Background: an optimization exercise with open tools, aiming at a short achievable clock period and few clock cycles. Do not read the settings as production practice. No functional check of the RTL was part of any run shown here. No driver is modelled on the clock port, so clocking that relies on it looks cheaper here than on a real chip. Power figures rest on the tool's default switching activity, not on a simulated workload.

===== flow/design.v =====
`default_nettype none
package axiAhbPkg;
    localparam int AddrWidth    = 32;
    localparam int DataWidth    = 32;
    localparam int IdWidth      = 4;
    localparam int MaxBeats     = 16;
    localparam int BeatIdxWidth = 4;
    typedef enum logic [1:0]
    {
        OKAY   = 2'd0,
        SLVERR = 2'd2
    } axiResp_e;
    typedef enum logic [1:0]
    {
        IDLE   = 2'd0,
        NONSEQ = 2'd2
    } ahbTrans_e;
    typedef enum logic [2:0]
    {
        BYTE = 3'd0,
        HALF = 3'd1,
        WORD = 3'd2
    } axiSize_e;
    typedef struct packed
    {
        logic [IdWidth-1:0]      id;
        logic [AddrWidth-1:0]    addr;
        logic [BeatIdxWidth-1:0] len;
        axiSize_e                size;
    } burstReq_t;
    typedef struct packed
    {
        logic [DataWidth-1:0] data;
        logic                 err;
    } readBeat_t;
endpackage
`default_nettype wire
`timescale 1ns/1ps
`default_nettype none
import axiAhbPkg::*;
module axiToAhbBridge (
    input  wire                                 ACLK,
    input  wire                                 rst,
    input  wire                                 awValid,
    output logic                                awReady,
    input  wire [axiAhbPkg::IdWidth-1:0]        awId,
    input  wire [axiAhbPkg::AddrWidth-1:0]      awAddr,
    input  wire [axiAhbPkg::BeatIdxWidth-1:0]   awLen,
    input  wire axiAhbPkg::axiSize_e            awSize,
    input  wire                                 wValid,
    output logic                                wReady,
    input  wire [axiAhbPkg::DataWidth-1:0]      wData,
    input  wire                                 wLast,
    output logic                                bValid,
    input  wire                                 bReady,
    output logic [axiAhbPkg::IdWidth-1:0]       bId,
    output axiAhbPkg::axiResp_e                 bResp,
    input  wire                                 arValid,
    output logic                                arReady,
    input  wire [axiAhbPkg::IdWidth-1:0]        arId,
    input  wire [axiAhbPkg::AddrWidth-1:0]      arAddr,
    input  wire [axiAhbPkg::BeatIdxWidth-1:0]   arLen,
    input  wire axiAhbPkg::axiSize_e            arSize,
    output logic                                rValid,
    input  wire                                 rReady,
    output logic [axiAhbPkg::IdWidth-1:0]       rId,
    output logic [axiAhbPkg::DataWidth-1:0]     rData,
    output axiAhbPkg::axiResp_e                 rResp,
    output logic                                rLast,
    output logic [axiAhbPkg::AddrWidth-1:0]     hAddr,
    output logic                                hWrite,
    output logic [2:0]                          hSize,
    output axiAhbPkg::ahbTrans_e                hTrans,
    output logic [axiAhbPkg::DataWidth-1:0]     hWData,
    input  wire [axiAhbPkg::DataWidth-1:0]      hRData,
    input  wire                                 hReady,
    input  wire                                 hResp
);
    logic                 awReadyQ;   
    logic                 awFullQ;    
    logic [IdWidth-1:0]   awIdQ;
    logic [AddrWidth-1:0] awAddrQ;
    logic [3:0]           awLenQ;
    logic [2:0]           awSizeQ;
    logic                 arReadyQ;
    logic                 arFullQ;
    logic [IdWidth-1:0]   arIdQ;
    logic [AddrWidth-1:0] arAddrQ;
    logic [3:0]           arLenQ;
    logic [2:0]           arSizeQ;
    logic [DataWidth-1:0] wBuf [2];
    logic                 wWr;
    logic                 wRd;
    logic                 wEmpty;
    logic                 wReadyQ;    
    logic                 wFullQ;     
    logic                 bAct;
    logic                 hTransQ;
    logic                 hTransO;    
    logic                 hWriteI;
    logic [AddrWidth-1:0] hAddrI;
    logic [2:0]           hSizeI;
    logic                 hWriteO;
    logic [AddrWidth-1:0] hAddrO;
    logic [2:0]           hSizeO;
    logic                 hLastQ;     
    logic [3:0]           curLeft;    
    logic [DataWidth-1:0] wdPend;     
    logic                 dpAct;
    logic                 dpWr;
    logic                 dpLast;
    logic [DataWidth-1:0] hWDataS;    
    logic [DataWidth-1:0] hWDataO;
    logic                 wrBusy;     
    logic [IdWidth-1:0]   wrId;
    logic [IdWidth-1:0]   wrIdO;
    logic                 errAcc;
    logic                 bValidQ;
    logic                 bErrQ;
    logic                 bErrO;
    logic                 rdBusy;     
    logic [IdWidth-1:0]   rdId;
    logic [IdWidth-1:0]   rdIdO;
    logic                 rValidQ;
    logic [DataWidth-1:0] rDataI;
    logic                 rErrI;
    logic                 rLastI;
    logic [DataWidth-1:0] rDataO;
    logic                 rErrO;
    logic                 rLastO;
    logic [DataWidth+1:0] rBuf [4];
    logic [1:0]           rWr;
    logic [1:0]           rRd;
    logic [4:0]           rCnt;       
    assign awReady = awReadyQ;
    assign arReady = arReadyQ;
    assign wReady  = wReadyQ;
    assign hTrans  = hTransO ? NONSEQ : IDLE;
    assign hWrite  = hWriteO;
    assign hAddr   = hAddrO;
    assign hSize   = hSizeO;
    assign hWData  = hWDataO;
    assign bValid  = bValidQ;
    assign bId     = wrIdO;
    assign bResp   = bErrO ? SLVERR : OKAY;
    assign rValid  = rValidQ;
    assign rId     = rdIdO;
    assign rData   = rDataO;
    assign rResp   = rErrO ? SLVERR : OKAY;
    assign rLast   = rLastO;
    logic                 awAvail;
    logic [IdWidth-1:0]   awIdS;
    logic [AddrWidth-1:0] awAddrS;
    logic [3:0]           awLenS;
    logic [2:0]           awSizeS;
    logic                 arAvail;
    logic [IdWidth-1:0]   arIdS;
    logic [AddrWidth-1:0] arAddrS;
    logic [3:0]           arLenS;
    logic [2:0]           arSizeS;
    assign awAvail = awFullQ || awValid;
    assign awIdS   = awFullQ ? awIdQ   : awId;
    assign awAddrS = awFullQ ? awAddrQ : awAddr;
    assign awLenS  = awFullQ ? awLenQ  : awLen;
    assign awSizeS = awFullQ ? awSizeQ : awSize;
    assign arAvail = arFullQ || arValid;
    assign arIdS   = arFullQ ? arIdQ   : arId;
    assign arAddrS = arFullQ ? arAddrQ : arAddr;
    assign arLenS  = arFullQ ? arLenQ  : arLen;
    assign arSizeS = arFullQ ? arSizeQ : arSize;
    logic                 wIn;
    logic                 wAvail;
    logic [DataWidth-1:0] wHead;
    assign wIn    = wValid && !wFullQ;
    assign wAvail = !wEmpty || wIn;
    assign wHead  = wEmpty ? wData : wBuf[wRd];
    logic credOK;
    assign credOK = rCnt[0];
    logic canUpd;
    logic endB;
    logic wrSel;
    logic startWr;
    logic startRd;
    logic pres;
    logic presWr;
    assign canUpd  = !hTransQ || hReady;
    assign endB    = hTransQ && hLastQ;
    assign wrSel   = awAvail && !wrBusy;
    assign startWr = !bAct && wrSel;
    assign startRd = !bAct && !wrSel && arAvail && !rdBusy;
    always_comb
    begin
        if (bAct)
            pres = !endB && (hWriteI ? wAvail : credOK);
        else if (wrSel)
            pres = awAvail && wAvail;
        else
            pres = arAvail && !rdBusy;
    end
    assign presWr = canUpd && pres && (bAct ? hWriteI : wrSel);
    logic rdDone;
    logic wrDoneBeat;
    assign rdDone     = dpAct && !dpWr && hReady;
    assign wrDoneBeat = dpAct && dpWr && hReady;
    logic rOutFree;
    logic rEmpty;
    logic rPop;
    logic rPush;
    assign rOutFree = !rValidQ || rReady;
    assign rEmpty   = rCnt[0];
    assign rPop     = rOutFree && !rEmpty;
    assign rPush    = rdDone && !(rOutFree && rEmpty);
    logic [11:0] sizeMask;    
    logic [11:0] onesBelow;   
    logic [11:0] carryIn;
    logic [11:0] addrInc;
    always_comb
    begin
        for (int i = 0; i < 12; i++)
        begin
            sizeMask[i]  = (i >= int'(hSizeI));
            onesBelow[i] = hAddrI[i] || !sizeMask[i];
        end
        carryIn[0] = sizeMask[0];
        for (int i = 1; i < 12; i++)
            carryIn[i] = sizeMask[i] && (&(onesBelow | ~((12'd1 << i) - 12'd1)));
        for (int i = 0; i < 12; i++)
            addrInc[i] = carryIn[i] ? !hAddrI[i] : hAddrI[i];
    end
    logic [AddrWidth-1:0] hAddrN;
    logic [2:0]           hSizeN;
    logic                 hWriteN;
    always_comb
    begin
        if (bAct)
        begin
            hAddrN  = hTransQ ? {hAddrI[31:12], addrInc} : hAddrI;
            hSizeN  = hSizeI;
            hWriteN = hWriteI;
        end
        else if (wrSel)
        begin
            hAddrN  = awAddrS;
            hSizeN  = awSizeS;
            hWriteN = 1'b1;
        end
        else
        begin
            hAddrN  = arAddrS;
            hSizeN  = arSizeS;
            hWriteN = 1'b0;
        end
    end
    logic [DataWidth+1:0] rNext;
    logic                 rLoadNew;
    assign rNext    = rEmpty ? {hRData, hResp, dpLast} : rBuf[rRd];
    assign rLoadNew = rOutFree && (!rEmpty || rdDone);
    always_ff @(posedge ACLK)
    begin
        if (rst)
        begin
            awReadyQ <= 1'b1;
            arReadyQ <= 1'b1;
            awFullQ  <= 1'b0;
            arFullQ  <= 1'b0;
            wWr      <= 1'b0;
            wRd      <= 1'b0;
            wEmpty   <= 1'b1;
            wReadyQ  <= 1'b1;
            wFullQ   <= 1'b0;
            bAct     <= 1'b0;
            hTransQ  <= 1'b0;
            dpAct    <= 1'b0;
            wrBusy   <= 1'b0;
            bValidQ  <= 1'b0;
            rdBusy   <= 1'b0;
            rValidQ  <= 1'b0;
            rWr      <= 2'd0;
            rRd      <= 2'd0;
            rCnt     <= 5'b00001;
        end
        else
        begin
            awReadyQ <= awFullQ ? startWr : (!awValid || startWr);
            arReadyQ <= arFullQ ? startRd : (!arValid || startRd);
            awFullQ  <= awFullQ ? !startWr : (awValid && !startWr);
            arFullQ  <= arFullQ ? !startRd : (arValid && !startRd);
            if (wIn)
                wWr <= !wWr;
            if (presWr)
                wRd <= !wRd;
            if (wIn && !presWr)
            begin
                wEmpty  <= 1'b0;
                wReadyQ <= wEmpty;
                wFullQ  <= !wEmpty;
            end
            else if (presWr && !wIn)
            begin
                wEmpty  <= !wFullQ;
                wReadyQ <= 1'b1;
                wFullQ  <= 1'b0;
            end
            if (canUpd)
            begin
                hTransQ <= pres;
                if (bAct)
                    bAct <= !endB;
                else
                    bAct <= startWr || startRd;
            end
            if (hReady)
                dpAct <= hTransQ;
            if (startWr)
                wrBusy <= 1'b1;
            else if (bValidQ && bReady)
                wrBusy <= 1'b0;
            if (wrDoneBeat && dpLast)
                bValidQ <= 1'b1;
            else if (bReady)
                bValidQ <= 1'b0;
            if (startRd)
                rdBusy <= 1'b1;
            else if (rValidQ && rReady && rLastI)
                rdBusy <= 1'b0;
            if (rOutFree)
                rValidQ <= !rEmpty || rdDone;
            if (rPop)
                rRd <= rRd + 2'd1;
            if (rPush)
                rWr <= rWr + 2'd1;
            if (rPush && !rPop)
                rCnt <= {rCnt[3:0], 1'b0};
            else if (rPop && !rPush)
                rCnt <= {1'b0, rCnt[4:1]};
        end
    end
    always_ff @(posedge ACLK)
    begin
        if (!awFullQ)
        begin
            awIdQ   <= awId;
            awAddrQ <= awAddr;
            awLenQ  <= awLen;
            awSizeQ <= awSize;
        end
        if (!arFullQ)
        begin
            arIdQ   <= arId;
            arAddrQ <= arAddr;
            arLenQ  <= arLen;
            arSizeQ <= arSize;
        end
        if (wIn)
            wBuf[wWr] <= wData;
        if (canUpd)
        begin
            wdPend <= wHead;
            if (bAct)
            begin
                if (hTransQ)
                begin
                    hAddrI[11:0] <= addrInc;
                    curLeft      <= curLeft - 4'd1;
                    hLastQ       <= (curLeft == 4'd1);
                end
            end
            else if (wrSel)
            begin
                hAddrI  <= awAddrS;
                curLeft <= awLenS;
                hLastQ  <= (awLenS == 4'd0);
            end
            else
            begin
                hAddrI  <= arAddrS;
                curLeft <= arLenS;
                hLastQ  <= (arLenS == 4'd0);
            end
        end
        if (!bAct)
        begin
            hWriteI <= wrSel;
            hSizeI  <= wrSel ? awSizeS : arSizeS;
        end
        if (!wrBusy)
            wrId <= awIdS;
        if (!rdBusy)
            rdId <= arIdS;
        if (hReady)
        begin
            dpWr    <= hWriteI;
            dpLast  <= hLastQ;
        end
        if (startWr)
            errAcc <= 1'b0;
        else if (wrDoneBeat)
            errAcc <= errAcc || hResp;
        if (wrDoneBeat && dpLast && !bValidQ)
            bErrQ <= errAcc || hResp;
        bErrO <= (wrDoneBeat && dpLast) ? (errAcc || hResp) : bErrQ;
        wrIdO <= startWr ? awIdS : wrId;
        rdIdO <= startRd ? arIdS : rdId;
        hTransO <= canUpd ? (pres && !rst) : hTransQ;
        rBuf[rWr] <= {hRData, hResp, dpLast};
        if (rLoadNew)
            {rDataI, rErrI, rLastI} <= rNext;
        if (hReady && hTransQ && hWriteI)
            hWDataS <= wdPend;
        hAddrO  <= canUpd ? hAddrN : hAddrI;
        hSizeO  <= canUpd ? hSizeN : hSizeI;
        hWriteO <= canUpd ? hWriteN : hWriteI;
        hWDataO <= hReady ? wdPend : hWDataS;
        {rDataO, rErrO, rLastO} <= rOutFree ? rNext : {rDataI, rErrI, rLastI};
    end
endmodule
`default_nettype wire

===== flow/run.sh =====
#!/bin/bash
# synth_recipe.tcl (not shown) runs the flow's synth.tcl, then flattens the netlist and writes it again
# the make line also repeats each setting of config.mk as NAME=value (left out here)
make -C /OpenROAD-flow-scripts/flow DESIGN_CONFIG=/design/flow/config.mk WORK_HOME=/design/flow/orfs CLKGATE_MAP_FILE= SYNTH_SCRIPT=/design/flow/synth_recipe.tcl finish

===== flow/config.mk =====
export PLATFORM = sky130hd
export DESIGN_NAME = axiToAhbBridge
export DESIGN_NICKNAME = axiToAhbBridge
export VERILOG_FILES = /design/flow/design.v
export SDC_FILE = /design/flow/constraint.sdc
export NUM_CORES = 4
export LEC_CHECK = 0
export ABC_CLOCK_PERIOD_IN_PS = 2000
export CAP_MARGIN = 20
export CORE_MARGIN = 2
export CORE_UTILIZATION = 55
export SETUP_SLACK_MARGIN = 3.3
export SLEW_MARGIN = 20

===== flow/constraint.sdc =====
create_clock -name core_clock -period 5.5 [get_ports {ACLK}]
set_input_delay 1.1000 -clock core_clock [delete_from_list [all_inputs] [get_ports {ACLK}]]
set_output_delay 1.1000 -clock core_clock [all_outputs]
set_load 0.01 [all_outputs]

==> results of run 1 <==
-- state kept, by name, indices dropped and copies added, names as in the netlist, 4 cells and up, named ones only --
name,cells
arAddrQ,32
arIdQ,4
arLenQ,4
awAddrQ,32
awIdQ,4
awLenQ,4
curLeft,4
hAddrI,32
hAddrO,32
hWDataO,32
hWDataS,32
rBuf,136
rCnt,5
rDataI,32
rDataO,32
rdId,4
rdIdO,4
wBuf,64
wdPend,32
wrId,4
wrIdO,4
-- power groups by stage --
stage | combinational [uW] | clock (uW) | sequential (uW)
floorplan | 1090 | 0 | 5560
global placement | 1780 | 0 | 5630
detailed placement | 1800 | 0 | 5650
CTS | 1700 | 4220 | 5570
global route | 1950 | 4390 | 5620
finish | 1790 | 4130 | 5550
-- path summary, 6_finish.rpt --
| path | endpoint | slack, ns | cells past startpoint |
|---|---|---|---|
| setup / recovery | rValid | 3.32 | 1 |
| hold reg to reg | hWDataS[18] | 0.44 | 0 |
| setup reg to reg | hAddrI[9] | 3.42 | 9 |
| hold / removal | hWDataS[18] | 0.44 | 0 |
-- kinds of logic after synthesis --
group	after synthesis	synth area share, %
xor+xnor	16	0.651
flops	577	69.8
compound gates	128	3.65
fa+ha+maj	10	0.582
mux	270	16.0
buf+inv	108	2.52
other cells	1	0.0174
simple gates	335	6.79
-- per-stage QoR --
stage | instance area, um^2 | power [uW] | std cells | hold slack, ns
2_1_floorplan | 21600 | 6650 | 1447 | 0.415
3_3_place_gp | 24700 | 7400 | 2174 | 0.421
3_5_place_dp | 24700 | 7450 | 2174 | 0.428
4_1_cts | 26500 | 11500 | 2288 | 0.442
5_1_grt | 26800 | 12000 | 2315 | 0.451
6_report | 26800 | 11500 | 2315 | 0.438
-- layout make-up --
cell class / instances / area, um^2 / area share (%)
Timing Repair Buffer: 321 / 2780 / 10.3
Inverter: 25 / 128 / 0.476
Multi-Input combinational cell: 766 / 6130 / 22.8
Sequential cell: 577 / 15100 / 56.3
Antenna cell: 1 / 2.50 / 0.00933
Clock inverter: 30 / 414 / 1.54
Timing Repair inverter: 2 / 13.8 / 0.0513
Clock buffer: 75 / 1620 / 6.03
Tap cell: 518 / 648 / 2.42
-- layout by cell type (no fill, tap or decap), drive strengths merged, types with 10 or more instances in the layout --
cell           count
inv               23
nand3             12
clkdlybuf4s50    155
mux4              34
clkinv            18
a21oi             23
xor2              10
mux2             174
o21ai             63
mux2i             62
edfxtp           346
ha                10
buf              162
nand2            135
clkbuf            76
nor2             153
bufinv            11
dfxtp            231
-- per-layer routing --
| metal | vias to the layer above | part of all wire (%) |
|---|---|---|
| met2 | 259 | 50 |
| met4 | 2 | 2.0 |
| met1 | 6016 | 43 |
| met5 | - | 0.035 |
| met3 | 65 | 5.1 |
| li1 | 5855 | - |
-- timing repair --
item,in CTS,in global routing
gates cloned,4,4
resized for setup,557,33
pin swaps,3,1
buffers inserted,5,21
setup endpoints to repair,406,147
==> run_results.csv, run 1 <==
group,metric,value,unit
synth,synth_edf_count,346,
setup_path,crit_path_start,"rValidQ",
layout,nNetsFinal,1919,
die,design.core.area,38600,um^2
synth,synth.avg_cell_area,14.9,um^2
global_routing,grtUsageMet2,36.5,%
synth,synth_ff_type,"edfxtp_1",
pwr,leakagePower,0.0101,uW
drt,wl_per_cell,19.6,um
worst_hold_path,hold_path.class,"reg -> reg",
drt,finalWirelength,45300,um
die,die_x,202,um
worst_hold_path,min_from,"wdPend[18]",
layout,layout-drive-gt1-share,32.2,%
sta,relSlewSlack,56.1,%
clock_tree,clk_path_buf_depth,3,
clock_tree,cts_tree,"done",
pwr,ir_drop,276,uV
sta,grt_setup_unrepaired,"yes",
pwr,pwr-share-clk,36.0,%
synth,synth.area.top_cells,"edfxtp_1 48%, dfxtp_1 21%, mux2_2 7.9%",
synth,synth_common_cells,"346 x edfxtp_1, 231 x dfxtp_1, 150 x mux2_2",
sta,slew_violations,0,
sta,max_freq,458,MHz
drt,routed_via_density,5.27,
pwr,power_switching,2820,uW
setup_path,crit_path_max_incr_delay,0.36,ns
setup_path,end_kind,"output port",
global_routing,grt_pass1_wl,68300,um
placement,pre_cts_slack,1.88,ns
clock_tree,htree_levels,2,
pwr,p_seq_share,48.4,%
drt,drc,0,
die,die_height,202,um
clock_tree,clk_latency,0.61,ns
global_routing,grt_pass1_vias,12006,
synth,synth_area_leader_cell,"edfxtp_1",
setup_path,critPathLaunchType,"register",
placement,dp_hpwl,26600,um
synth,synth_top_area_share,48.3,%
sta,finalSetupViolCount,0,
sta,fin_crit,2.18,ns
setup_path,path_delay_family,"flip-flops",
setup_path,criticalPathCategory,"reg -> out",
setup_path,cp.buffers_inverters,1,
pwr,pwr_density_cell,428,nW/um^2
status,status,"finished clean",
drt,drtPass1Iterations,5,
global_routing,busiest_layer,"met2",
pwr,switching_share,24.6,%
synth,synth_area,21500,um^2
sta,worstMarginPinSlew,0.656,ns
drt,drt_first_iter_violations,601,
setup_path,cp.arrival,1.08,ns
drt,vias,12197,
clock_tree,cts-buffers-inserted,56,
setup_path,r2r_start,"hAddrI[2]",
flow_run,max_cap_viol_count,0,
sta,hold_violations,0,
global_routing,grt_max_degree,68,
synth,syn_inst,1445,
global_routing,grt_use_met1,29.1,%
clock_tree,clockRootBuffer,"clkbuf_16",
die,start_util,55.7,%
setup_path,crit_path_cell_trace,"buf_6",
die,rows,72,
sta,fin_tns_setup,0,ns
global_routing,antenna_found_initial,2,
global_routing,grt_usage,21.9,%
setup_path,slowest_stage,"dfxtp_4",
synth,ys_ff_latch,577,
placement,place.port_buffers,275,
layout,syn_to_final_growth,24.7,%
sta,post-route-period-util,39.7,%
synth,async_flop_share,0,%
pwr,internal-power,8650,uW
drt,ant_nets,0,
synth,ys_types,61,
layout,num-fill-cells,2714,
synth,seq_area_frac_synth,69.8,%
setup_path,crit_path_max_fanout,2,
sta,fin_skew,0.0114,ns
placement,place_congestion,0.769,
global_routing,grt_overflow_total,0,
clock_tree,cts_hold_buffers,0,
global_routing,gr-usage-met3,4.42,%
die,ioPinCount,280,
setup_path,crit_required,4.40,ns
synth,yosys_warnings,1,
clock_tree,path_clk_slew,0.07,ns
sta,setup_slack,3.32,ns
clock_tree,numClockSinks,577,
layout,fin_util,69.4,%
die,dieArea,40700,um^2
synth,synth.most_common_cell,"edfxtp_1",
pwr,p_comb_share,15.6,%
==> inputs of run 2 (changes only) <==
--- a/flow/design.v
+++ b/flow/design.v
@@ -200,2 +200,4 @@
     assign presWr = canUpd && pres && (bAct ? hWriteI : wrSel);
+    logic popEn;
+    assign popEn = bAct ? (canUpd && !endB && hWriteI) : wrSel;
     logic rdDone;
@@ -291,13 +293,16 @@
                 wRd <= !wRd;
-            if (wIn && !presWr)
+            if (wEmpty)
             begin
-                wEmpty  <= 1'b0;
-                wReadyQ <= wEmpty;
-                wFullQ  <= !wEmpty;
+                wEmpty <= !(wIn && !popEn);
             end
-            else if (presWr && !wIn)
+            else if (wFullQ)
             begin
-                wEmpty  <= !wFullQ;
-                wReadyQ <= 1'b1;
-                wFullQ  <= 1'b0;
+                wFullQ  <= !popEn;
+                wReadyQ <= popEn;
+            end
+            else
+            begin
+                wEmpty  <= !wIn && popEn;
+                wFullQ  <= wIn && !popEn;
+                wReadyQ <= !(wIn && !popEn);
             end
@@ -331,5 +336,5 @@
                 rWr <= rWr + 2'd1;
-            if (rPush && !rPop)
+            if (rdDone && !rOutFree)
                 rCnt <= {rCnt[3:0], 1'b0};
-            else if (rPop && !rPush)
+            else if (!rEmpty && rOutFree && !rdDone)
                 rCnt <= {1'b0, rCnt[4:1]};
==> run_results.csv, run 2 <==
group,metric,value,unit
clock_tree,clockRootBuffer,"clkbuf_16",
drt,drc,0,
global_routing,gr-usage-met3,5.36,%
status,status,"finished clean",
sta,fin_skew,0.0230,ns
synth,syn_inst,1445,
global_routing,grt_use_met1,30.8,%
global_routing,antenna_found_initial,5,
clock_tree,cts-buffers-inserted,57,
pwr,ir_drop,287,uV
setup_path,criticalPathCategory,"reg -> out",
setup_path,end_kind,"output port",
worst_hold_path,worstHoldEndpoint,"hWDataS[23]",
synth,synth_edf_count,346,
setup_path,critPathLaunchType,"register",
layout,layout_commonest_cell,"edfxtp_1",
synth,synth.most_common_cell,"edfxtp_1",
global_routing,grt_max_degree,67,
sta,holdWs,0.440,ns
layout,final_cell_mix,"346 x edfxtp_1, 196 x dfxtp_1, 159 x nor2_1, 157 x mux2_2, 154 x clkdlybuf4s50_1",
drt,routed_via_density,5.34,
layout,syn_to_final_growth,23.1,%
layout,num-fill-cells,2810,
clock_tree,cts_tree,"done",
setup_path,crit_path_max_fanout,1,
synth,synth.avg_cell_area,14.7,um^2
synth,synth.area.top_cells,"edfxtp_1 49%, dfxtp_1 22%, mux2_2 8.3%",
drt,drt_first_iter_violations,591,
placement,place_congestion,0.780,
sta,grt_setup_unrepaired,"no",
sta,post-route-period-util,39.5,%
setup_path,crit_required,4.40,ns
die,ioPinCount,280,
synth,ys_types,54,
setup_path,worst-path-stages,1,
synth,async_flop_share,0,%
global_routing,busiest_layer,"met2",
die,die_height,201,um
sta,hold_violations,0,
worst_hold_path,hold_path.class,"reg -> reg",
die,rows,72,
layout,multiInputGateArea,5870,um^2
sta,relSlewSlack,27.5,%
global_routing,grt_pass1_wl,70600,um
layout,largest_registers,"rBuf: 136 flops, wBuf: 64 flops",
sta,slew_violations,0,
clock_tree,cts_hold_buffers,0,
synth,synth_ff_type,"edfxtp_1",
drt,vias,12343,
clock_tree,clk_latency,0.61,ns
sta,fin_tns_setup,0,ns
die,dieArea,40300,um^2
drt,wl_per_cell,19.6,um
die,design.core.area,38400,um^2
setup_path,worst_r2r_path_depth,4,
setup_path,slowest_stage,"dfxtp_2",
global_routing,grt_usage,22.7,%
setup_path,r2r_start,"arFullQ",
pwr,total_power,10600,uW
layout,largest_register_ffs,136,
sta,worstMarginPinSlew,1.09,ns
clock_tree,path_clk_slew,0.06,ns
drt,finalWirelength,45300,um
layout,ff_latch_area,15100,um^2
setup_path,cp.arrival,1.07,ns
setup_path,crit_path_max_incr_delay,0.36,ns
synth,ys_ff_latch,577,
pwr,leakagePower,0.00974,uW
synth,synth_top_area_share,48.8,%
setup_path,r2r_setup_slack,3.42,ns
sta,setup_slack,3.33,ns
setup_path,r2r-end,"hAddrI[0]",
synth,synth_area,21300,um^2
die,die_x,201,um
global_routing,grtUsageMet2,36.1,%
placement,dp_hpwl,27400,um
synth,yosys_warnings,1,
setup_path,path_delay_family,"flip-flops",
sta,fin_crit,2.17,ns
synth,synth_area_leader_cell,"edfxtp_1",
drt,drtPass1Iterations,4,
setup_path,crit_path_cell_trace,"buf_6",
synth,synth_common_cells,"346 x edfxtp_1, 231 x dfxtp_1, 162 x nor2_1",
pwr,pwr_density_cell,406,nW/um^2
die,start_util,55.4,%
layout,regMostFlops,"rBuf",
setup_path,cp.buffers_inverters,1,
clock_tree,clk_path_buf_depth,3,
placement,pre_cts_slack,1.97,ns
layout,layout-drive-gt1-share,27.7,%
worst_hold_path,min_from,"wdPend[23]",
flow_run,max_cap_viol_count,0,
sta,finalSetupViolCount,0,
worst_hold_path,whs_path_depth,0,
clock_tree,htree_levels,2,
clock_tree,numClockSinks,577,
synth,seq_area_frac_synth,70.6,%
drt,ant_nets,0,
layout,nNetsFinal,1909,
global_routing,grt_overflow_total,0,
placement,place.port_buffers,275,
global_routing,grt_pass1_vias,12536,
sta,max_freq,460,MHz
==> run 2: area by class of cell <==
class / instances / share of cell area (%)
antenna: 3 / 0.0287
sequential: 577 / 57.5
clock buffer: 86 / 6.18
clock inverter: 21 / 0.698
timing repair buffer: 315 / 9.98
multi-input combinational: 744 / 22.4
tap: 518 / 2.48
inverter: 46 / 0.678
==> run 2: worst max path at each step <==
stage,startpoint,endpoint,slack [ns]
6_report,hWDataO[0],hWData[0],3.33
5_1_grt,hAddrI[3],hAddrO[8],3.29
4_1_cts,wValid,register,3.19
3_5_place_dp,awValid,hAddrO[10],1.97
3_3_place_gp,awValid,hAddrO[10],2.03
2_1_floorplan,hReady,rDataI[0],2.93
==> run 2: what timing repair did <==
action | in CTS | in global routing
setup buffers | 10 | 11
cloned | 2 | 0
hold endpoints to repair | 0 | 0
endpoints found under the setup margin | 361 | 120
pin swaps | 4 | 3
resized for setup | 530 | 34
==> run 2: metrics by stage <==
| stage | utilization, % | cell area, um^2 | std cells |
|---|---|---|---|
| after floorplan | - | 21400 | 1447 |
| after global placement | 63.9 | 24500 | 2176 |
| after detailed placement | 63.9 | 24500 | 2176 |
| after CTS | 67.7 | 26000 | 2295 |
| after global routing | 68.2 | 26200 | 2310 |
| final | 68.2 | 26200 | 2310 |
==> run 2: cells by family (layout without fill, tap and decap cells) <==
family | after synthesis | count (layout) | share of synthesized area [%]
other cells | 1 | 6 | 0.0176
buf+inv | 128 | 468 | 2.55
compound gates | 155 | 156 | 4.28
fa+ha+maj | 8 | 8 | 0.471
xor+xnor | 17 | 17 | 0.700
mux | 270 | 270 | 15.6
simple gates | 289 | 290 | 5.77
flops | 577 | 577 | 70.6
==> run 2: per-layer routing <==
| metal | part of all wire, % | vias up | routed length, um |
|---|---|---|---|
| li1 | - | 5866 | - |
| met5 | 0.053 | - | 24 |
| met4 | 2.4 | 4 | 1090 |
| met2 | 47 | 342 | 21400 |
| met1 | 44 | 6055 | 20100 |
| met3 | 6.0 | 76 | 2700 |
==> run 2: power by group <==
part	internal, uW	switching, uW	total (uW)
combinational	721	775	1500
clock	2170	1570	3740
sequential	5140	252	5390
total	8030	2600	10600
==> inputs of run 3 (changes only) <==
--- a/flow/config.mk
+++ b/flow/config.mk
@@ -10,3 +10,3 @@
 export CORE_MARGIN = 2
-export CORE_UTILIZATION = 55
+export CORE_UTILIZATION = 45
 export SETUP_SLACK_MARGIN = 3.3
==> run_results.csv, run 3 <==
group,metric,value,unit
status,status,"finished clean",
synth,async_flop_share,0,%
synth,ys_ff_latch,577,
synth,yosys.area_share.simple,5.77,%
clock_tree,cts_tree,"done",
drt,ant_nets,0,
worst_hold_path,min_from,"wdPend[2]",
sta,worstMarginPinSlew,1.08,ns
layout,layout_commonest_cell,"edfxtp_1",
global_routing,grt_pass1_wl,70900,um
setup_path,slowest_stage,"dfxtp_4",
sta,post-route-period-util,39.8,%
synth,synth.most_common_cell,"edfxtp_1",
flow_run,max_cap_viol_count,0,
setup_path,criticalPathCategory,"reg -> out",
layout,layout-drive-gt1-share,29.2,%
synth,synth.area.top_cells,"edfxtp_1 49%, dfxtp_1 22%, mux2_2 8.3%",
global_routing,antenna_found_initial,7,
layout,largest_registers,"rBuf: 136 flops, wBuf: 64 flops",
synth,yosys_warnings,1,
global_routing,grt_overflow_total,0,
synth,synth_fa_ha_area_share,0.471,%
clock_tree,cts-buffers-inserted,59,
sta,grt_setup_unrepaired,"yes",
layout,final_cells,2396,
global_routing,grt_pass1_vias,12368,
layout,syn_to_final_growth,25.4,%
setup_path,critPathLaunchType,"register",
synth,synth_top_area_share,48.8,%
setup_path,cp.buffers_inverters,1,
setup_path,crit_path_cell_trace,"buf_6",
setup_path,r2r_setup_slack,3.38,ns
die,rows,79,
pwr,ir_drop,253,uV
placement,dp.cells,2258,
setup_path,path_delay_family,"flip-flops",
global_routing,grt_max_degree,69,
sta,fin_skew,0.0160,ns
layout,largest_register_ffs,136,
drt,vias,12263,
sta,relSlewSlack,27.7,%
setup_path,crit_path_max_fanout,4,
synth,seq_area_frac_synth,70.6,%
layout,regMostFlops,"rBuf",
layout,final_cell_mix,"346 x edfxtp_1, 169 x dfxtp_1, 160 x nor2_1, 157 x mux2_2, 153 x clkdlybuf4s50_1",
synth,synth_top_family_by_area,"multiplexers",
die,dieArea,49000,um^2
setup_path,crit_path_max_incr_delay,0.35,ns
placement,dp_hpwl,28200,um
die,die_height,221,um
synth,synth_edf_count,346,
clock_tree,clk_path_buf_depth,3,
worst_hold_path,whs_path_depth,0,
synth,synth_area,21300,um^2
drt,finalWirelength,46600,um
sta,fin_tns_setup,0,ns
setup_path,crit_required,4.40,ns
die,design.core.area,46700,um^2
die,die_x,221,um
drt,drtPass1Iterations,18,
synth,synth_compound_area_share,4.28,%
synth,muxShareOfSynthArea,15.6,%
setup_path,end_kind,"output port",
clock_tree,path_clk_slew,0.06,ns
setup_path,r2r-end,"hAddrI[8]",
clock_tree,numClockSinks,577,
clock_tree,clockRootBuffer,"clkbuf_16",
die,ioPinCount,280,
pwr,pwr_density_cell,409,nW/um^2
setup_path,cp.arrival,1.09,ns
synth,syn_inst,1445,
drt,drt_first_iter_violations,641,
drt,wl_per_cell,19.5,um
die,start_util,45.6,%
sta,slew_violations,0,
synth,synth.avg_cell_area,14.7,um^2
drt,drc,0,
drt,routed_via_density,5.12,
synth,synth_ff_type,"edfxtp_1",
synth,synth_common_cells,"346 x edfxtp_1, 231 x dfxtp_1, 162 x nor2_1",
sta,hold_violations,0,
synth,synth_area_leader_cell,"edfxtp_1",
global_routing,grt_usage,18.6,%
setup_path,worst_r2r_path_depth,8,
setup_path,r2r_start,"hSizeI[0]",
clock_tree,clk_latency,0.61,ns
layout,nNetsFinal,1905,
layout,postLayoutCellArea,26700,um^2
worst_hold_path,worstHoldEndpoint,"hWDataS[2]",
pwr,leakagePower,0.00986,uW
placement,place.port_buffers,275,
layout,fin_util,57.2,%
worst_hold_path,hold_path.class,"reg -> reg",
synth,yosys.area_share.xor_xnor,0.700,%
sta,finalSetupViolCount,0,
clock_tree,htree_levels,2,
sta,fin_crit,2.19,ns
synth,ys_types,54,
sta,max_freq,457,MHz
placement,placed_area,24600,um^2
placement,place_congestion,0.798,
==> run 3: how the worst max path moves through the flow <==
stage	start	to	slack [ns]	cells past startpoint
detailed placement	hReady	hAddrO[22]	2.17	7
global route	rValidQ	rValid	3.27	1
CTS	rValidQ	rValid	2.94	1
global placement	hReady	hAddrO[17]	2.20	7
finish	rValidQ	rValid	3.31	1
floorplan	hReady	rDataI[0]	2.93	3
==> run 3: kinds of logic (layout without fill, tap and decap cells) <==
| family | Yosys count | count (layout) |
|---|---|---|
| flip-flops | 577 | 577 |
| AND/OR/NAND/NOR | 289 | 293 |
| multiplexers | 270 | 270 |
| AO/OA/AOI/OAI | 155 | 155 |
| buffers and inverters | 128 | 465 |
| XOR/XNOR | 17 | 17 |
| adder cells (fa/ha/maj) | 8 | 8 |
| other | 1 | 4 |
==> run 3: worst register-to-register path, delay by kind of cell (launching register included) <==
kind                       cells  cell delay (ns)
and+or+nand+nor                5             0.87
adders and majority gates      2             0.52
DFF                            1             0.39
AOI/OAI and AO/OA              1             0.07
==> run 3: stage by stage <==
stage	power, uW	setup slack, ns	hold WS, ns
floorplan	6310	2.93	0.418
CTS	11000	2.94	0.440
global placement	6990	2.20	0.424
global route	11400	3.27	0.443
finish	10900	3.31	0.442
detailed placement	7030	2.17	0.434
==> run 3: metal layers <==
layer,vias up,track usage [%],wire length (um)
li1,5865,-,-
met1,6034,24.2,20200
met2,281,30.5,22200
met3,75,5.36,3220
met4,8,5.51,955
met5,-,0,56
==> run 3: layout make-up <==
class / instances / area [um^2]
timing repair buffer: 307 / 2760
clock buffer: 89 / 1740
clock inverter: 23 / 220
tap: 607 / 759
fill: 3850 / 20000
antenna: 1 / 2.50
sequential: 577 / 15100
multi-input combinational: 746 / 5890
inverter: 46 / 178
==> run 3: report_power, final <==
| part | total (uW) | switching [uW] | internal (uW) |
|---|---|---|---|
| logic | 1500 | 744 | 752 |
| clock network | 3980 | 1620 | 2360 |
| registers | 5430 | 278 | 5150 |
| total | 10900 | 2640 | 8260 |
==> run 3: what timing repair did <==
item,in CTS,in global routing
gates resized for setup,595,33
gates cloned,1,3
pin swaps,2,2
setup endpoints to repair,330,126
hold buffers,0,0
buffers inserted,6,15
==> inputs of run 4 (changes only) <==
--- a/flow/config.mk
+++ b/flow/config.mk
@@ -10,3 +10,3 @@
 export CORE_MARGIN = 2
-export CORE_UTILIZATION = 45
+export CORE_UTILIZATION = 65
 export SETUP_SLACK_MARGIN = 3.3
==> run_results.csv, run 4 <==
group,metric,value,unit
die,die_height,185,um
sta,hold_violations,0,
placement,place_congestion,0.829,
synth,seq_area_frac_synth,70.6,%
sta,finalSetupViolCount,0,
setup_path,crit_path_max_incr_delay,0.35,ns
layout,largest_register_ffs,136,
synth,ys_types,54,
setup_path,crit_required,4.40,ns
sta,slew_violations,0,
setup_path,critPathLaunchType,"register",
setup_path,crit_path_max_fanout,2,
drt,ant_nets,0,
drt,finalWirelength,44500,um
layout,regMostFlops,"rBuf",
pwr,total_power,10400,uW
clock_tree,clk_latency,0.59,ns
clock_tree,htree_levels,2,
synth,synth_edf_count,346,
layout,num-fill-cells,1931,
placement,dp_hpwl,26600,um
sta,grt_setup_unrepaired,"no",
die,rows,66,
global_routing,antenna_found_initial,5,
layout,syn_to_final_growth,21.4,%
sta,fin_tns_setup,0,ns
layout,final_cell_mix,"346 x edfxtp_1, 204 x dfxtp_1, 159 x nor2_1, 157 x mux2_2, 155 x clkdlybuf4s50_1",
drt,routed_via_density,5.62,
worst_hold_path,hold_path.class,"reg -> reg",
synth,syn_inst,1445,
global_routing,grt_usage,25.8,%
layout,multiInputGateArea,5890,um^2
clock_tree,clockRootBuffer,"clkbuf_16",
sta,worstMarginPinSlew,1.08,ns
setup_path,criticalPathCategory,"reg -> out",
synth,ys_ff_latch,577,
clock_tree,numClockSinks,577,
layout,postLayoutCellArea,25800,um^2
layout,final_cells,2219,
synth,synth_top_area_share,48.8,%
layout,largest_registers,"rBuf: 136 flops, wBuf: 64 flops",
setup_path,slowest_stage,"dfxtp_4",
sta,fin_skew,0.0190,ns
global_routing,grt_pass1_vias,12209,
setup_path,cp.buffers_inverters,1,
drt,vias,12466,
sta,setup_slack,3.33,ns
placement,pre_cts_slack,2.01,ns
die,design.core.area,32400,um^2
synth,yosys_warnings,1,
drt,drtPass1Iterations,5,
sta,relSlewSlack,27.8,%
pwr,ir_drop,342,uV
synth,synth_area,21300,um^2
drt,drc,0,
synth,synth.avg_cell_area,14.7,um^2
clock_tree,clk_path_buf_depth,3,
clock_tree,cts_tree,"done",
layout,layout_commonest_cell,"edfxtp_1",
global_routing,grt_pass1_wl,67200,um
synth,synth.area.top_cells,"edfxtp_1 49%, dfxtp_1 22%, mux2_2 8.3%",
sta,post-route-period-util,39.4,%
setup_path,path_delay_family,"flip-flops",
drt,drt_first_iter_violations,847,
die,start_util,65.7,%
sta,fin_crit,2.17,ns
pwr,pwr_density_cell,403,nW/um^2
clock_tree,path_clk_slew,0.06,ns
global_routing,grt_max_degree,69,
setup_path,end_kind,"output port",
synth,synth.most_common_cell,"edfxtp_1",
synth,synth_common_cells,"346 x edfxtp_1, 231 x dfxtp_1, 162 x nor2_1",
status,status,"finished clean",
global_routing,grt_overflow_total,0,
synth,synth_area_leader_cell,"edfxtp_1",
pwr,leakagePower,0.00959,uW
placement,dp.cells,2093,
die,dieArea,34200,um^2
die,ioPinCount,280,
sta,max_freq,461,MHz
layout,layout-drive-gt1-share,26.9,%
die,die_x,185,um
setup_path,cp.arrival,1.07,ns
layout,nNetsFinal,1895,
layout,ff_latch_area,15100,um^2
setup_path,crit_path_cell_trace,"buf_2",
synth,async_flop_share,0,%
placement,placed_area,24400,um^2
synth,synth_ff_type,"edfxtp_1",
drt,wl_per_cell,20.1,um
placement,place.port_buffers,275,
flow_run,max_cap_viol_count,0,
clock_tree,cts-buffers-inserted,54,
[run 4: cell counts after synthesis]
Identical to the previous run, type by type.
[run 4: per-stage QoR]
stage               util [%]  hold WS (ns)
floorplan                  -         0.418
global placement        75.3         0.424
detailed placement      75.3         0.428
CTS                     79.4         0.438
global route            79.7         0.453
finish                  79.8         0.438
[run 4: cell families after synthesis]
family          synth area share, %
simple gates                   5.77
compound gates                 4.28
flops                          70.6
other cells                  0.0176
buf+inv                        2.55
fa+ha+maj                     0.471
xor+xnor                      0.700
mux                            15.6
[run 4: repair_timing]
item	CTS	global route
gates resized for setup	515	11
hold buffers	0	0
setup buffers	8	9
pin swaps	4	0
gates cloned	3	0
setup endpoints to repair	389	36
[run 4: area by class of cell]
| type | instances | share of cell area (%) |
|---|---|---|
| Timing Repair Buffer | 303 | 9.36 |
| Multi-Input combinational cell | 745 | 22.8 |
| Antenna cell | 4 | 0.0388 |
| Tap cell | 442 | 2.14 |
| Clock buffer | 88 | 6.19 |
| Inverter | 46 | 0.679 |
| Sequential cell | 577 | 58.4 |
| Clock inverter | 14 | 0.427 |
[run 4: path summary, 6_finish.rpt]
path              depth (start not counted)  slack, ns  startpoint           to
hold reg to reg                           0       0.44  wdPend[23]  hWDataS[23]
setup reg to reg                          8       3.39   hSizeI[2]    hAddrI[8]
hold / removal                            0       0.44  wdPend[23]  hWDataS[23]
setup / recovery                          1       3.33     rValidQ       rValid
[run 4: power breakdown]
group / internal [uW] / switching, uW / total, uW / leakage, uW
clock network: 2030 / 1540 / 3570 / 0.000840
registers: 5140 / 266 / 5400 / 0.00523
logic: 681 / 758 / 1440 / 0.00352
[run 4: layer usage]
metal	global-route usage, %	share of wire, %	vias to the layer above
met5	0	0.047	-
met4	8.06	2.6	4
met3	5.21	6.7	77
met2	42.9	50	390
met1	34.5	41	6141
li1	-	-	5854
==> inputs of run 5 (changes only) <==
==> flow/flow/run.sh (new file) <==
#!/bin/bash
# The standard layout, except that after clock tree synthesis the clock port
# drives the tree's first-level buffers directly (see post_cts.tcl).
set -euo pipefail
cd "$(dirname "$0")/.."
export POST_CTS_TCL="$PWD/flow/post_cts.tcl"
bash standard.sh finish > flow_make.log 2>&1
==> flow/flow/post_cts.tcl (new file) <==
set block [ord::get_db_block]
set clkNet [$block findNet ACLK]
set rootInst ""
set nIn 0
foreach it [$clkNet getITerms] {
  if {[$it isInputSignal]} { set rootInst [$it getInst]; incr nIn }
}
if {$nIn != 1} {
  puts "post_cts: the clock port feeds $nIn cell pins; tree left as it is"
  return
}
set rootOutNet ""
foreach it [$rootInst getITerms] {
  if {[$it isOutputSignal]} { set rootOutNet [$it getNet] }
}
set loads {}
foreach it [$rootOutNet getITerms] {
  if {[$it isInputSignal]} { lappend loads $it }
}
if {[llength $loads] > 4 || [llength [$rootOutNet getBTerms]] > 0} {
  puts "post_cts: root [$rootInst getName] drives [llength $loads] pins; tree left as it is"
  return
}
puts "post_cts: removing root buffer [$rootInst getName]; the clock port now drives [llength $loads] buffers"
foreach it $loads {
  $it disconnect
  $it connect $clkNet
}
foreach it [$rootInst getITerms] {
  if {[$it getNet] ne "NULL"} { $it disconnect }
}
odb::dbInst_destroy $rootInst
odb::dbNet_destroy $rootOutNet
estimate_parasitics -placement
report_clock_skew
==> flow/standard.sh (new file) <==
#!/bin/bash
# synth_recipe.tcl (not shown) runs the flow's synth.tcl, then flattens the netlist and writes it again
# the make line also repeats each setting of config.mk as NAME=value (left out here)
make -C /OpenROAD-flow-scripts/flow DESIGN_CONFIG=/design/flow/config.mk WORK_HOME=/design/flow/orfs CLKGATE_MAP_FILE= SYNTH_SCRIPT=/design/flow/synth_recipe.tcl "${@:-finish}"
--- a/flow/config.mk
+++ b/flow/config.mk
@@ -10,3 +10,3 @@
 export CORE_MARGIN = 2
-export CORE_UTILIZATION = 65
+export CORE_UTILIZATION = 55
 export SETUP_SLACK_MARGIN = 3.3
removed: flow/run.sh
==> run_results.csv, run 5 <==
group,metric,value,unit
status,status,"finished clean",
pwr,leakagePower,0.00982,uW
synth,yosys_warnings,1,
synth,syn_inst,1445,
die,start_util,55.4,%
setup_path,path_delay_family,"buffers and inverters",
die,design.core.area,38400,um^2
global_routing,grt_max_degree,67,
setup_path,crit_path_max_fanout,29,
synth,synth_edf_count,346,
setup_path,r2r-end,"hAddrI[3]",
placement,place.port_buffers,275,
worst_hold_path,worstHoldEndpoint,"hWDataS[23]",
layout,largest_registers,"rBuf: 136 flops, wBuf: 64 flops",
layout,layout-drive-gt1-share,28.1,%
synth,synth_area_leader_cell,"edfxtp_1",
layout,syn_to_final_growth,23.7,%
drt,drc,0,
layout,multiInputGateArea,5910,um^2
sta,finalSetupViolCount,0,
clock_tree,cts_tree,"done",
drt,drtPass1Iterations,5,
layout,ff_latch_area,15100,um^2
global_routing,antenna_found_initial,6,
global_routing,grt_pass1_vias,12514,
sta,fin_crit,2.25,ns
drt,vias,12391,
synth,synth.avg_cell_area,14.7,um^2
setup_path,slowest_stage,"mux2_2",
setup_path,crit_path_cell_trace,"buf_2 -> nor2b_1 -> inv_2 -> nand2_4 -> clkinv_8 -> buf_8 -> mux2_2",
sta,slew_violations,0,
pwr,pwr_density_cell,401,nW/um^2
setup_path,critPathLaunchType,"primary input",
sta,fin_skew,0.0271,ns
die,dieArea,40300,um^2
synth,ys_ff_latch,577,
layout,regMostFlops,"rBuf",
setup_path,crit_required,5.78,ns
setup_path,cp.arrival,2.53,ns
setup_path,crit_path_max_incr_delay,0.36,ns
setup_path,cp.buffers_inverters,4,
worst_hold_path,whs_path_depth,0,
setup_path,r2r_setup_slack,3.40,ns
synth,synth_area,21300,um^2
global_routing,grt_usage,22.5,%
sta,fin_tns_setup,0,ns
placement,pre_cts_slack,1.97,ns
drt,finalWirelength,46100,um
synth,synth.area.top_cells,"edfxtp_1 49%, dfxtp_1 22%, mux2_2 8.3%",
drt,drt_first_iter_violations,639,
die,die_x,201,um
sta,relSlewSlack,27.4,%
clock_tree,numClockSinks,577,
flow_run,max_cap_viol_count,0,
layout,nNetsFinal,1918,
sta,setup_slack,3.25,ns
synth,ys_types,54,
drt,wl_per_cell,19.9,um
setup_path,crit_path_start,"hReady",
die,die_height,201,um
setup_path,r2r_start,"awFullQ",
die,ioPinCount,280,
synth,synth_top_area_share,48.8,%
synth,seq_area_frac_synth,70.6,%
layout,postLayoutCellArea,26300,um^2
global_routing,grt_overflow_total,0,
setup_path,criticalPathCategory,"in -> reg",
worst_hold_path,hold_path.class,"reg -> reg",
placement,placed_area,24500,um^2
setup_path,worst_r2r_path_depth,4,
sta,worstMarginPinSlew,1.09,ns
layout,layout_commonest_cell,"edfxtp_1",
synth,synth_common_cells,"346 x edfxtp_1, 231 x dfxtp_1, 162 x nor2_1",
sta,hold_violations,0,
synth,synth.most_common_cell,"edfxtp_1",
clock_tree,clk_latency,0.42,ns
synth,synth_ff_type,"edfxtp_1",
placement,dp_hpwl,27400,um
pwr,total_power,10600,uW
worst_hold_path,min_from,"wdPend[23]",
sta,grt_setup_unrepaired,"yes",
pwr,ir_drop,288,uV
layout,num-fill-cells,2809,
placement,place_congestion,0.780,
layout,largest_register_ffs,136,
setup_path,end_kind,"register",
sta,post-route-period-util,40.9,%
clock_tree,path_clk_slew,0.06,ns
drt,routed_via_density,5.34,
die,rows,72,
sta,max_freq,444,MHz
synth,async_flop_share,0,%
layout,final_cell_mix,"346 x edfxtp_1, 201 x dfxtp_1, 158 x nor2_1, 157 x mux2_2, 152 x clkdlybuf4s50_1",
drt,ant_nets,0,
global_routing,grt_pass1_wl,70500,um
[run 5: report_power, final]
| part | total [uW] | switching, uW | internal (uW) | leakage (uW) |
|---|---|---|---|---|
| Clock | 3660 | 1530 | 2130 | 0.000865 |
| Sequential | 5390 | 247 | 5140 | 0.00523 |
| Combinational | 1510 | 788 | 725 | 0.00373 |
| Total | 10600 | 2560 | 8000 | 0.00982 |
[run 5: worst max-delay path by stage]
| stage | to | slack, ns | depth (start not counted) |
|---|---|---|---|
| finish | hAddrO[19] | 3.25 | 7 |
| global route | hAddrO[18] | 3.17 | 7 |
| detailed placement | hAddrO[10] | 1.97 | 7 |
| global placement | hAddrO[10] | 2.03 | 7 |
| floorplan | rDataI[0] | 2.93 | 3 |
[run 5: routing by layer]
metal | global-route usage, % | vias to the layer above | wire, um | share of wire (%)
met3 | 4.97 | 79 | 2810 | 6.1
met2 | 36.1 | 357 | 22100 | 48
met1 | 30.8 | 6064 | 20200 | 44
li1 | - | 5889 | - | -
met4 | 7.43 | 2 | 1040 | 2.3
met5 | 0 | - | 11 | 0.024
[run 5: cells by family after synthesis]
family,after synthesis,share of synthesized area (%)
AOI/OAI and AO/OA,155,4.28
xor gates and xnor gates,17,0.700
adders and majority gates,8,0.471
buffers and inverters,128,2.55
DFF,577,70.6
muxes,270,15.6
other,1,0.0176
and+or+nand+nor,289,5.77
[run 5: final cells by class]
class	count	area share (%)
well taps	518	2.46
diodes	4	0.0380
clock buffers	85	6.05
multi-input cells	745	22.4
clock inverters	21	0.694
flip-flops and latches	577	57.2
inverters	46	0.704
repair buffers	324	10.4
[run 5: stage by stage]
step                      hold WS [ns]  cells  utilization [%]
final                            0.441   2320             68.6
after global routing             0.449   2319             68.6
after detailed placement         0.432   2176             63.9
after global placement           0.424   2176             63.9
after floorplan                  0.418   1447                -
==> inputs of run 6 (changes only) <==
--- a/flow/flow/post_cts.tcl
+++ b/flow/flow/post_cts.tcl
@@ -33,3 +33,12 @@
 odb::dbNet_destroy $rootOutNet
+
+# Repair timing again for the shorter clock paths, as the cts step does after
+# clock tree synthesis, and legalize the placement.
 estimate_parasitics -placement
 report_clock_skew
+repair_timing_helper
+detailed_placement
+check_placement -verbose
+estimate_parasitics -placement
+report_clock_skew
+report_worst_slack -max
==> run_results.csv, run 6 <==
group,metric,value,unit
status,status,"finished clean",
synth,ys_ff_latch,577,
drt,drc,0,
layout,postLayoutCellArea,26300,um^2
global_routing,antenna_found_initial,7,
global_routing,grt_overflow_total,0,
die,design.core.area,38400,um^2
pwr,leakagePower,0.00978,uW
placement,pre_cts_slack,1.97,ns
drt,finalWirelength,46200,um
die,dieArea,40300,um^2
setup_path,crit_path_max_fanout,2,
synth,async_flop_share,0,%
setup_path,critPathLaunchType,"primary input",
synth,synth_area,21300,um^2
sta,setup_slack,3.34,ns
layout,final_cells,2320,
sta,post-route-period-util,39.2,%
setup_path,crit_required,5.64,ns
layout,multiInputGateArea,5930,um^2
setup_path,cp.arrival,2.30,ns
drt,drtPass1Iterations,5,
drt,wl_per_cell,19.9,um
sta,worstMarginPinSlew,1.08,ns
global_routing,grt_max_degree,67,
layout,largest_register_ffs,136,
layout,layout_commonest_cell,"edfxtp_1",
die,die_height,201,um
flow_run,max_cap_viol_count,0,
setup_path,end_kind,"register",
clock_tree,path_clk_slew,0.06,ns
sta,max_freq,464,MHz
drt,vias,12427,
clock_tree,numClockSinks,577,
synth,synth.avg_cell_area,14.7,um^2
setup_path,crit_path_max_incr_delay,0.40,ns
sta,fin_tns_setup,0,ns
clock_tree,clk_latency,0.42,ns
setup_path,crit_path_cell_trace,"clkdlybuf4s50_1 -> mux2_2 -> o21ai_0 -> o21ai_0",
pwr,ir_drop,288,uV
die,rows,72,
setup_path,criticalPathCategory,"in -> reg",
placement,place_congestion,0.780,
setup_path,slowest_stage,"clkdlybuf4s50_1",
worst_hold_path,hold_path.class,"reg -> reg",
placement,placed_area,24500,um^2
layout,num-fill-cells,2811,
sta,hold_violations,0,
layout,syn_to_final_growth,23.6,%
synth,synth.area.top_cells,"edfxtp_1 49%, dfxtp_1 22%, mux2_2 8.3%",
placement,place.port_buffers,275,
placement,dp_hpwl,27400,um
layout,nNetsFinal,1918,
synth,synth_ff_type,"edfxtp_1",
layout,ff_latch_area,15100,um^2
sta,fin_skew,0.0232,ns
sta,finalSetupViolCount,0,
synth,yosys_warnings,1,
layout,largest_registers,"rBuf: 136 flops, wBuf: 64 flops",
synth,syn_inst,1445,
layout,regMostFlops,"rBuf",
sta,slew_violations,0,
layout,layout-drive-gt1-share,28.2,%
synth,ys_types,54,
die,die_x,201,um
global_routing,grt_pass1_wl,71700,um
synth,synth.most_common_cell,"edfxtp_1",
synth,synth_area_leader_cell,"edfxtp_1",
die,start_util,55.4,%
clock_tree,cts_tree,"done",
layout,final_cell_mix,"346 x edfxtp_1, 201 x dfxtp_1, 158 x nor2_1, 157 x mux2_2, 152 x clkdlybuf4s50_1",
drt,drt_first_iter_violations,603,
pwr,pwr_density_cell,402,nW/um^2
synth,synth_edf_count,346,
synth,synth_top_area_share,48.8,%
placement,dp.cells,2176,
sta,fin_crit,2.16,ns
sta,relSlewSlack,27.8,%
global_routing,grt_pass1_vias,12590,
pwr,total_power,10600,uW
drt,routed_via_density,5.36,
sta,grt_setup_unrepaired,"yes",
synth,synth_common_cells,"346 x edfxtp_1, 231 x dfxtp_1, 162 x nor2_1",
drt,ant_nets,0,
synth,seq_area_frac_synth,70.6,%
setup_path,cp_common_cell,"o21ai_0",
die,ioPinCount,280,
global_routing,grt_usage,23.0,%
==> run 6: cell count changes in the layout (fill, tap and decap cells not counted), sizes merged <==
| cell | previous run | this run |
|---|---|---|
| and3 | 5 | 6 |
| buf | 164 | 163 |
| bufbuf | 0 | 1 |
| clkbuf | 89 | 86 |
| dlygate4sd2 | 0 | 3 |
| dlymetal6s2s | 4 | 1 |
| inv | 46 | 47 |
| nand2b | 5 | 6 |
==> run 6: metal layers <==
metal	vias to the layer above	global-route usage, %	routed length (um)
met2	335	36.8	21900
li1	5891	-	-
met5	-	0	26
met1	6118	31.7	20400
met3	79	5.11	2840
met4	4	7.22	1090
==> run 6: kinds of logic after synthesis <==
family / share of synthesized area, %
AOI/OAI and AO/OA: 4.28
xor gates and xnor gates: 0.700
adders and majority gates: 0.471
buffers and inverters: 2.55
DFF: 70.6
muxes: 15.6
other: 0.0176
and+or+nand+nor: 5.77
==> run 6: area by class of cell <==
cell class	count	area share, %
multi-input combinational	747	22.6
tap	518	2.46
clock inverter	21	0.695
inverter	46	0.704
antenna	4	0.0381
timing repair inverter	1	0.0333
clock buffer	85	6.06
sequential	577	57.3
timing repair buffer	321	10.2
==> run 6: path summary, 6_finish.rpt <==
check             startpoint           to  slack (ns)  cells past startpoint
hold / removal    wdPend[23]  hWDataS[23]        0.44                      0
setup / recovery   awAddr[3]    hAddrI[3]        3.34                      4
hold reg to reg   wdPend[23]  hWDataS[23]        0.44                      0
setup reg to reg     awFullQ    hAddrI[3]        3.41                      4
==> run 6: metrics by stage <==
| stage | hold WS (ns) | util, % |
|---|---|---|
| after global placement | 0.424 | 63.9 |
| final | 0.440 | 68.5 |
| after global routing | 0.449 | 68.5 |
| after floorplan | 0.418 | - |
| after detailed placement | 0.432 | 63.9 |
==> run 6: power breakdown <==
part           total, uW  switching (uW)  leakage [uW]  internal, uW
logic               1510             788       0.00369           721
registers           5390             251       0.00523          5140
clock network       3660            1530      0.000865          2130
total              10600            2570       0.00978          7990
==> run 6: worst max-delay path: cells and delay by family <==
kind,cells,cell delay (ns)
buffers and inverters,1,0.40
muxes,1,0.27
AOI/OAI and AO/OA,2,0.53
==> inputs of run 7 (changes only) <==
==> flow/flow/run.sh (replaced) <==
#!/bin/bash
# The standard layout, except that after clock tree synthesis the clock port
# drives the tree's first-level buffers directly (see post_cts.tcl), and that
# repair may resize cells across footprints.
set -euo pipefail
cd "$(dirname "$0")/.."
export POST_CTS_TCL="$PWD/flow/post_cts.tcl"
bash standard.sh MATCH_CELL_FOOTPRINT=0 finish > flow_make.log 2>&1
==> run_results.csv, run 7 <==
group,metric,value,unit
pwr,total_power,10600,uW
worst_hold_path,hold_path.class,"reg -> reg",
die,die_height,201,um
sta,max_freq,458,MHz
die,ioPinCount,280,
sta,worstMarginPinSlew,1.07,ns
setup_path,criticalPathCategory,"in -> reg",
setup_path,crit_path_max_fanout,5,
synth,synth_area_leader_cell,"edfxtp_1",
die,start_util,55.4,%
layout,ff_latch_area,15100,um^2
global_routing,grt_overflow_total,0,
placement,dp_hpwl,27400,um
layout,multiInputGateArea,5930,um^2
synth,seq_area_frac_synth,70.6,%
layout,largest_register_ffs,136,
setup_path,critPathLaunchType,"primary input",
global_routing,grt_usage,22.5,%
sta,relSlewSlack,28.5,%
placement,place_congestion,0.807,
synth,syn_inst,1445,
setup_path,crit_required,5.82,ns
synth,async_flop_share,0,%
synth,synth_top_area_share,48.8,%
sta,hold_violations,0,
layout,regMostFlops,"rBuf",
layout,syn_to_final_growth,25.1,%
layout,layout-drive-gt1-share,25.7,%
clock_tree,path_clk_slew,0.06,ns
drt,drtPass1Iterations,5,
setup_path,crit_path_cell_trace,"clkbuf_2 -> o21bai_4 -> buf_12 -> buf_4 -> nor2_1 -> a21oi_1 -> o22ai_1 -> nor3_1",
global_routing,grt_pass1_vias,12487,
synth,synth.area.top_cells,"edfxtp_1 49%, dfxtp_1 22%, mux2_2 8.3%",
clock_tree,cts_tree,"done",
pwr,pwr_density_cell,399,nW/um^2
synth,synth.most_common_cell,"edfxtp_1",
drt,routed_via_density,5.31,
sta,fin_crit,2.18,ns
global_routing,grt_max_degree,69,
drt,vias,12298,
die,design.core.area,38400,um^2
sta,post-route-period-util,39.7,%
drt,drc,0,
synth,synth_area,21300,um^2
sta,slew_violations,0,
pwr,leakagePower,0.0102,uW
global_routing,antenna_found_initial,7,
sta,fin_tns_setup,0,ns
setup_path,slowest_stage,"a21oi_1",
synth,synth_edf_count,346,
synth,ys_types,54,
layout,layout_commonest_cell,"edfxtp_1",
synth,yosys_warnings,1,
status,status,"finished clean",
layout,largest_registers,"rBuf: 136 flops, wBuf: 64 flops",
synth,synth_common_cells,"346 x edfxtp_1, 231 x dfxtp_1, 162 x nor2_1",
synth,synth_ff_type,"edfxtp_1",
setup_path,cp.arrival,2.50,ns
layout,final_cell_mix,"346 x edfxtp_1, 206 x dfxtp_1, 158 x nor2_1, 157 x mux2_2, 152 x clkdlybuf4s50_1",
synth,ys_ff_latch,577,
placement,place.port_buffers,275,
setup_path,crit_path_max_incr_delay,0.32,ns
die,dieArea,40300,um^2
setup_path,path_delay_family,"compound AO/OA/AOI/OAI gates",
layout,num-fill-cells,2791,
drt,ant_nets,0,
sta,fin_skew,0.0224,ns
die,rows,72,
layout,fin_util,69.4,%
sta,holdWs,0.443,ns
drt,finalWirelength,45300,um
sta,finalSetupViolCount,0,
drt,drt_first_iter_violations,574,
flow_run,max_cap_viol_count,0,
setup_path,cp.buffers_inverters,3,
synth,synth.avg_cell_area,14.7,um^2
clock_tree,clk_latency,0.41,ns
layout,nNetsFinal,1915,
drt,wl_per_cell,19.6,um
sta,grt_setup_unrepaired,"yes",
die,die_x,201,um
setup_path,end_kind,"register",
global_routing,grt_pass1_wl,70600,um
clock_tree,numClockSinks,577,
pwr,ir_drop,311,uV
-- run 7: cells by family (layout without fill, tap and decap cells) --
kind of cell               Yosys count  count (layout)  synth area share (%)
DFF                                577             577                  70.6
and+or+nand+nor                    289             291                  5.77
muxes                              270             270                  15.6
AOI/OAI and AO/OA                  155             157                  4.28
buffers and inverters              128             472                  2.55
xor gates and xnor gates            17              17                 0.700
adders and majority gates            8               8                 0.471
other                                1               6                0.0176
-- run 7: path summary, 6_finish.rpt --
kind / startpoint / end / slack, ns / cells after the start
worst min-delay path: wdPend[1] / hWDataS[1] / 0.44 / 0
worst max register to register: arFullQ / hAddrI[0] / 3.39 / 4
worst min register to register: wdPend[1] / hWDataS[1] / 0.44 / 0
worst max-delay path: awValid / hAddrO[10] / 3.32 / 8
-- run 7: report_power, final --
group,total [uW],internal (uW),switching (uW)
sequential,5410,5140,270
combinational,1510,751,760
clock,3710,2170,1540
-- run 7: area by class of cell --
cell class / instances / share of cell area, %
tap: 518 / 2.44
inverter: 46 / 0.677
clock buffer: 80 / 5.91
clock inverter: 26 / 0.874
sequential: 577 / 56.6
timing repair buffer: 320 / 11.2
antenna: 3 / 0.0282
multi-input combinational: 746 / 22.3
-- run 7: per-stage QoR --
step | cells | instance area (um^2) | setup WS (ns)
final | 2316 | 26600 | 3.32
after global placement | 2174 | 24500 | 2.01
after detailed placement | 2174 | 24500 | 1.95
after global routing | 2314 | 26600 | 3.25
after floorplan | 1447 | 21400 | 2.96
-- run 7: layer usage --
| layer | vias up | wire, um | global-route usage, % |
|---|---|---|---|
| met3 | 78 | 2710 | 5.00 |
| met2 | 287 | 21700 | 37.3 |
| met5 | - | 51 | 0 |
| met4 | 8 | 1180 | 7.22 |
| li1 | 5883 | - | - |
| met1 | 6042 | 19700 | 29.9 |
==> inputs of run 8 (changes only) <==
--- a/flow/flow/post_cts.tcl
+++ b/flow/flow/post_cts.tcl
@@ -40,2 +40,5 @@
 detailed_placement
+estimate_parasitics -placement
+repair_timing_helper
+detailed_placement
 check_placement -verbose
==> run_results.csv, run 8 <==
group,metric,value,unit
setup_path,cp.arrival,2.46,ns
status,status,"finished clean",
layout,regMostFlops,"rBuf",
drt,vias,12310,
placement,placed_area,24500,um^2
drt,finalWirelength,45400,um
synth,synth_edf_count,346,
synth,syn_inst,1445,
layout,largest_registers,"rBuf: 136 flops, wBuf: 64 flops",
synth,synth.area.top_cells,"edfxtp_1 49%, dfxtp_1 22%, mux2_2 8.3%",
synth,seq_area_frac_synth,70.6,%
setup_path,crit_path_max_fanout,28,
global_routing,grt_overflow_total,0,
sta,fin_skew,0.0192,ns
global_routing,grt_pass1_vias,12477,
sta,finalSetupViolCount,0,
synth,ys_types,54,
layout,postLayoutCellArea,26600,um^2
synth,synth_top_family_by_area,"multiplexers",
drt,drt_first_iter_violations,561,
synth,synth_common_cells,"346 x edfxtp_1, 231 x dfxtp_1, 162 x nor2_1",
sta,slew_violations,0,
synth,synth_fa_ha_area_share,0.471,%
placement,dp_hpwl,27400,um
sta,fin_crit,2.17,ns
pwr,pwr_density_cell,399,nW/um^2
synth,synth_ff_type,"edfxtp_1",
pwr,switching_share,24.2,%
placement,place.port_buffers,275,
sta,grt_setup_unrepaired,"yes",
layout,syn_to_final_growth,25.2,%
pwr,power_switching,2570,uW
die,die_x,201,um
synth,ys_ff_latch,577,
flow_run,max_cap_viol_count,0,
layout,layout-drive-gt1-share,25.7,%
synth,yosys.area_share.simple,5.77,%
clock_tree,cts_tree,"done",
synth,synth_compound_area_share,4.28,%
global_routing,grt_pass1_wl,70500,um
clock_tree,numClockSinks,577,
pwr,p_comb_share,14.2,%
clock_tree,clk_latency,0.41,ns
synth,yosys.area_share.xor_xnor,0.700,%
worst_hold_path,hold_path.class,"reg -> reg",
die,design.core.area,38400,um^2
pwr,ir_drop,312,uV
pwr,internal-power,8060,uW
clock_tree,path_clk_slew,0.06,ns
placement,place_congestion,0.807,
synth,synth_top_area_share,48.8,%
sta,relSlewSlack,28.1,%
pwr,total_power,10600,uW
pwr,pwr-share-clk,34.9,%
die,dieArea,40300,um^2
drt,drtPass1Iterations,4,
synth,synth.most_common_cell,"edfxtp_1",
setup_path,end_kind,"register",
drt,ant_nets,0,
die,die_height,201,um
synth,muxShareOfSynthArea,15.6,%
layout,fin_util,69.4,%
setup_path,critPathLaunchType,"primary input",
layout,largest_register_ffs,136,
synth,synth_area_leader_cell,"edfxtp_1",
die,start_util,55.4,%
layout,nNetsFinal,1916,
global_routing,grt_max_degree,69,
global_routing,grt_usage,22.5,%
setup_path,crit_required,5.79,ns
setup_path,criticalPathCategory,"in -> reg",
synth,async_flop_share,0,%
sta,hold_violations,0,
synth,synth.avg_cell_area,14.7,um^2
drt,drc,0,
sta,fin_tns_setup,0,ns
layout,final_cell_mix,"346 x edfxtp_1, 206 x dfxtp_1, 158 x nor2_1, 157 x mux2_2, 152 x clkdlybuf4s50_1",
pwr,leakagePower,0.0102,uW
drt,wl_per_cell,19.6,um
synth,synth_area,21300,um^2
synth,yosys_warnings,1,
die,ioPinCount,280,
sta,max_freq,460,MHz
drt,routed_via_density,5.31,
global_routing,antenna_found_initial,7,
layout,layout_commonest_cell,"edfxtp_1",
die,rows,72,
layout,num-fill-cells,2790,
sta,post-route-period-util,39.5,%
sta,worstMarginPinSlew,1.08,ns
pwr,p_seq_share,50.9,%
run 8: path summary, 6_finish.rpt:
kind,from,endpoint,slack [ns],depth (start not counted)
worst min-delay path,wdPend[19],hWDataS[19],0.44,0
worst max-delay path,awValid,hAddrO[15],3.33,6
worst min register to register,wdPend[19],hWDataS[19],0.44,0
worst max register to register,arFullQ,hAddrI[0],3.36,4
run 8: power groups by stage:
| stage | Clock (uW) | Sequential [uW] | Combinational (uW) |
|---|---|---|---|
| finish | 3710 | 5410 | 1510 |
| global route | 3950 | 5470 | 1660 |
| detailed placement | 0 | 5500 | 1520 |
| global placement | 0 | 5480 | 1490 |
| floorplan | 0 | 5430 | 879 |
run 8: logic make-up (layout without fill, tap and decap cells):
family / count (synthesis) / count (layout)
adders and majority gates: 8 / 8
xor gates and xnor gates: 17 / 17
buffers and inverters: 128 / 473
and+or+nand+nor: 289 / 291
other: 1 / 6
muxes: 270 / 270
DFF: 577 / 577
AOI/OAI and AO/OA: 155 / 157
run 8: metrics by stage:
step	hold slack [ns]	std cells	setup slack, ns
floorplan	0.418	1447	2.96
finish	0.442	2317	3.33
global route	0.447	2315	3.27
detailed placement	0.430	2174	1.95
global placement	0.424	2174	2.01
run 8: layer usage:
layer | GRT usage, % | vias up | wire [um]
li1 | - | 5894 | -
met1 | 29.9 | 6024 | 19700
met2 | 37.3 | 307 | 21600
met3 | 5.00 | 77 | 2900
met4 | 7.09 | 8 | 1150
met5 | 0 | - | 52
run 8: worst max-delay path, stage by stage:
cell,delay [ns]
clkbuf_2,0.19
o21bai_4,0.25
buf_12,0.15
buf_4,0.29
a21oi_1,0.17
mux2_2,0.30
run 8: cell type report:
cell class	count	area [um^2]	share of cell area, %
Inverter	46	180	0.677
Tap cell	518	648	2.43
Multi-Input combinational cell	746	5930	22.3
Clock inverter	26	233	0.874
Antenna cell	3	7.51	0.0282
Sequential cell	577	15100	56.6
Clock buffer	80	1570	5.91
Timing Repair Buffer	321	2990	11.2

Setup slack of run 8, layout unchanged: 3.327 ns with ideal ports, 3.355 ns with driving cells assumed (clock clkbuf_16, inputs buf_2), 2.854 ns with port delays also shifted by the 0.516 ns mid clock arrival.
